What follows belongs to an exercise in optimizing a design on an open flow for small area, a short achievable clock period and few clock cycles per item; a production flow would make more cautious choices. Power and IR drop assume default switching activity.

north:
// trit_dma_top
module trit_dma_top (
    input  wire                       i_clk,
    input  wire                       i_arst,
    output logic                      o_finish_int,
    input  wire                       i_slave_write,
    input  wire                       i_slave_read,
    input  trit_dma_pkg::saddr_t      i_slave_address,
    input  trit_dma_pkg::sword_t      i_slave_writedata,
    input  wire [32/8-1:0]   i_slave_byteenable,
    output trit_dma_pkg::sword_t      o_slave_readdata,
    output logic                      o_slave_waitrequest,
    output logic                      o_slave_readdatavalid,
    output trit_dma_pkg::maddr_t      o_master_address,
    output logic                      o_master_read,
    output logic                      o_master_write,
    output trit_dma_pkg::mword_t      o_master_writedata,
    output logic [16-1:0]      o_master_byteenable,
    input  wire                       i_master_waitrequest,
    input  trit_dma_pkg::mword_t      i_master_readdata,
    input  wire                       i_master_readdatavalid
);
For scale: about 240 flip-flops, about 380 I/O pins.
clock: 5.0 ns
lec_check: 0
cap_margin: 20
core_margin: 2
core_utilization: 40
setup_slack_margin: 2.0
slew_margin: 20
run.sh (not shown) runs the stock make flow with config.mk's settings and CLKGATE_MAP_FILE= SYNTH_SCRIPT=/design/flow/synth_recipe.tcl, a recipe that flattens the netlist after the stock synthesis.
> inputs changed (north -> south)
Settings: changing SETUP_SLACK_MARGIN from 2.0 to 1.5.
### Flow results
Compared with north, in south clock skew level, area of the multi-input gates went down, utilization of the core after routing has decreased. Share of power burned in combinational logic ends up higher on north. south vs north: clock share of power up. When the final numbers for south and north were put side by side, the combinational power turned out to be smaller in south. Going from north to south, highest clock frequency the design can meet went up 2.4%; internal portion of total power now sits lower.
Input-level comparison between east and south:
Settings: SETUP_SLACK_MARGIN no longer set, was 1.5.
==> notes.md <==
east against south: relative contribution of the clock network to total power went up by 2.0 points, total global-route track usage moved down, sum of routed wire length over all layers went down by 2.4 mm.
east does better than south on design internal power.
In east, number of gates on the worst path with buffers counted is lower than in south.
Between south and east, the flow reports final instance area decreasing by a few percent.
south has a higher area added between synthesis and finish than east.
Taking south as the reference, in east later-pin clock latency in the skew report did not really move, final cell count went down.
Function was not checked in any run of this note: the RTL went through the layout flow alone.

---

trit_dma_top, a different RTL version from the one above (not shown whole).
For scale: about 1200 cells after synthesis, roughly 250 flip-flops, ~380 I/O pins, ~13000 um2 of cells after synthesis.
export LEC_CHECK = 0
export CAP_MARGIN = 20
export CORE_MARGIN = 2
export CORE_UTILIZATION = 65
export CTS_CLUSTER_DIAMETER = 100
export CTS_CLUSTER_SIZE = 25
export SETUP_SLACK_MARGIN = 2.0
export SLEW_MARGIN = 20
export TNS_END_PERCENT = 0
create_clock -name core_clock -period 5.0 [get_ports {i_clk}]
standard.sh (not shown) runs the stock make flow with config.mk's settings and CLKGATE_MAP_FILE= SYNTH_SCRIPT=/design/flow/synth_recipe.tcl, a recipe that flattens the netlist after the stock synthesis.
==> flow/flow/run.sh <==
#!/bin/bash
set -euo pipefail
cd "$(dirname "$0")/.."
bash standard.sh BUFFER_PORTS_ARGS="-buffer_cell sky130_fd_sc_hd__buf_1" finish > standard_flow.log 2>&1
Edit:
--- a/flow/config.mk
+++ b/flow/config.mk
@@ -13,3 +13,3 @@
 export SETUP_SLACK_MARGIN = 2.0
 export SLEW_MARGIN = 20
-export TNS_END_PERCENT = 0
+export TNS_END_PERCENT = 10
Result: Power rises by 1.3%. Worst hold slack gets worse by 0.0056 ns. Area after synthesis does not change.
No run of this note included a check of the RTL's function; only the layout flow was run.

---

run 1:
Another version of the RTL of trit_dma_top (not shown whole).
For scale: about 1300 cells after synthesis, ~270 flip-flops, ~14000 um^2 of cells after synthesis.
Settings: LEC_CHECK=0, ABC_CLOCK_PERIOD_IN_PS=3000, CAP_MARGIN=20, CORE_MARGIN=2, CORE_UTILIZATION=40, SETUP_SLACK_MARGIN=2.0, SLEW_MARGIN=20, TNS_END_PERCENT=0; clock period 5.0 ns.
==> flow/flow/run.sh <==
#!/bin/bash
set -euo pipefail
cd "$(dirname "$0")/.."
bash standard.sh BUFFER_PORTS_ARGS="-buffer_cell sky130_fd_sc_hd__buf_2" finish > standard_flow.log 2>&1
The following lists how run 2 was set up differently from run 1:
Settings: clearing TNS_END_PERCENT, which used to be 0; clearing ABC_CLOCK_PERIOD_IN_PS, which used to be 3000.
==> notes.md <==
- Run 1 vs run 2, slowest cell on the critical path: buf_6 vs a22oi_2
- Compared with run 1, count of plain and timing-repair buffers in run 2 increased by more than 10%.
- Run 2: final critical-path required period is 0.029 ns higher than what run 1 reported.
- In the route summary, run 2 ends up with a via count exceeding that of run 1.
- The share of the cycle needed by the critical path after routing of run 2 exceeds that of run 1 by 0.57 points.
- Of run 2 and run 1, it is run 2 that has the lower setup slack.
- Between run 1 and run 2, the multi-input logic cell count does not differ in any meaningful way.
- Cmp run 1 and run 2 / global-route track usage on met2 / higher: run 2
- Per the comparison of run 2 with run 1, number of cell rows roughly the same; number of vias per cell went up by 1.7%; overall track demand over capacity in global routing rose 1.7 points; fraction of met3 tracks used by global routing went up.
Inputs modified between run 2 and run 3:
Settings: swapping 2.0 for 2.3 in SETUP_SLACK_MARGIN.
Findings:
- From run 2 to run 3 the numbers moved as follows: final area moved up; minimum setup slack in the final design moved down; worst hold slack moved down; global-route usage over all layers moved down.
- Power density over cell area (run 3 vs. run 2) increases by a few percent
diff inputs: run 3 => run 4
Settings: SETUP_SLACK_MARGIN changed from 2.3 to 1.5.
==> flow/run.sh (new file) <==
#!/bin/bash
# synth_recipe.tcl (not shown) runs the flow's synth.tcl, then flattens the netlist and writes it again
# the make line also repeats each setting of config.mk as NAME=value (left out here)
make -C /OpenROAD-flow-scripts/flow DESIGN_CONFIG=/design/flow/config.mk WORK_HOME=/design/flow/orfs CLKGATE_MAP_FILE= SYNTH_SCRIPT=/design/flow/synth_recipe.tcl finish
removed: flow/flow/run.sh
removed: flow/standard.sh
- As far as sequential cell count goes, run 3 and run 4 are indistinguishable; the numbers are identical.
- The total number of cells along the worst setup path reported for run 4 is greater than that of run 3 by 3.
- The flow did not stop early for run 4: all stages ran, and the layout cleared the timing, design-rule and antenna checks.
- Run 4: global-route usage is 1.5 points lower than what run 3 reported.
- Run 4 vs. run 3: xor and xnor fraction of the mapped netlist area flat, met1 track demand over resource down 2.6 points.
- Run 4 vs run 3 — final cell count dropped by a few percent
- On power spent charging and discharging nets, run 4 does better than run 3.
- [compare] base=run 3 new=run 4: total power dropped 0.0015 W; deepest level of the CTS H-tree held; worst path setup slack after routing now smaller.
- Against run 3, the final cell area of run 4 is lower.
No run of this note included a check of the RTL's function; only the layout flow was run.

==> static timing again, ports no longer ideal <==
How much do the figures lean on ideal ports? The routed layouts below were timed once more, with nothing changed but the port constraints.
Step 1 (the two cells are an assumption about what drives the block):
set clk [get_ports {i_clk}]
set_driving_cell -lib_cell sky130_fd_sc_hd__clkbuf_16 $clk
set_driving_cell -lib_cell sky130_fd_sc_hd__buf_2 [delete_from_list [all_inputs] $clk]
Step 2 also shifts input and output timing later by t, the mid clock arrival at the registers, as if the neighbouring blocks saw the same clock.
Three values: ideal, step 1, step 2; two values: the first two.
run | t (ns) | setup WS [ns] | hold WS [ns] | worst register clock-pin slew, ns
north | 0.591 | 0.816 / 0.770 / 1.360 | 0.535 / 0.535 / 0.535 | 0.06 / 0.06
south | 0.587 | 0.913 / 0.861 / 1.448 | 0.514 / 0.514 / 0.514 | 0.06 / 0.06
east | 0.571 | 0.209 / 0.161 / 0.523 | 0.510 / 0.510 / 0.510 | 0.06 / 0.06
the first run of note 2 | 0.515 | 1.414 / 1.368 / 1.383 | 0.487 / 0.461 / 0.516 | 0.10 / 0.10
the second run of note 2 | 0.520 | 1.411 / 1.364 / 1.376 | 0.481 / 0.455 / 0.515 | 0.10 / 0.10
run 1 | 0.601 | 1.705 / 1.620 / 1.184 | 0.508 / 0.508 / 0.508 | 0.06 / 0.06
run 2 | 0.621 | 1.677 / 1.584 / 1.384 | 0.516 / 0.516 / 0.516 | 0.06 / 0.06
run 3 | 0.607 | 1.633 / 1.583 / 1.401 | 0.398 / 0.367 / 0.515 | 0.07 / 0.07
run 4 | 0.606 | 1.464 / 1.415 / 1.017 | 0.510 / 0.510 / 0.510 | 0.07 / 0.07
After both steps setup and hold are still met in every run listed. The setup slack of run 1, which loses most, moves by -0.085 ns with the drivers and by -0.521 ns with both steps.
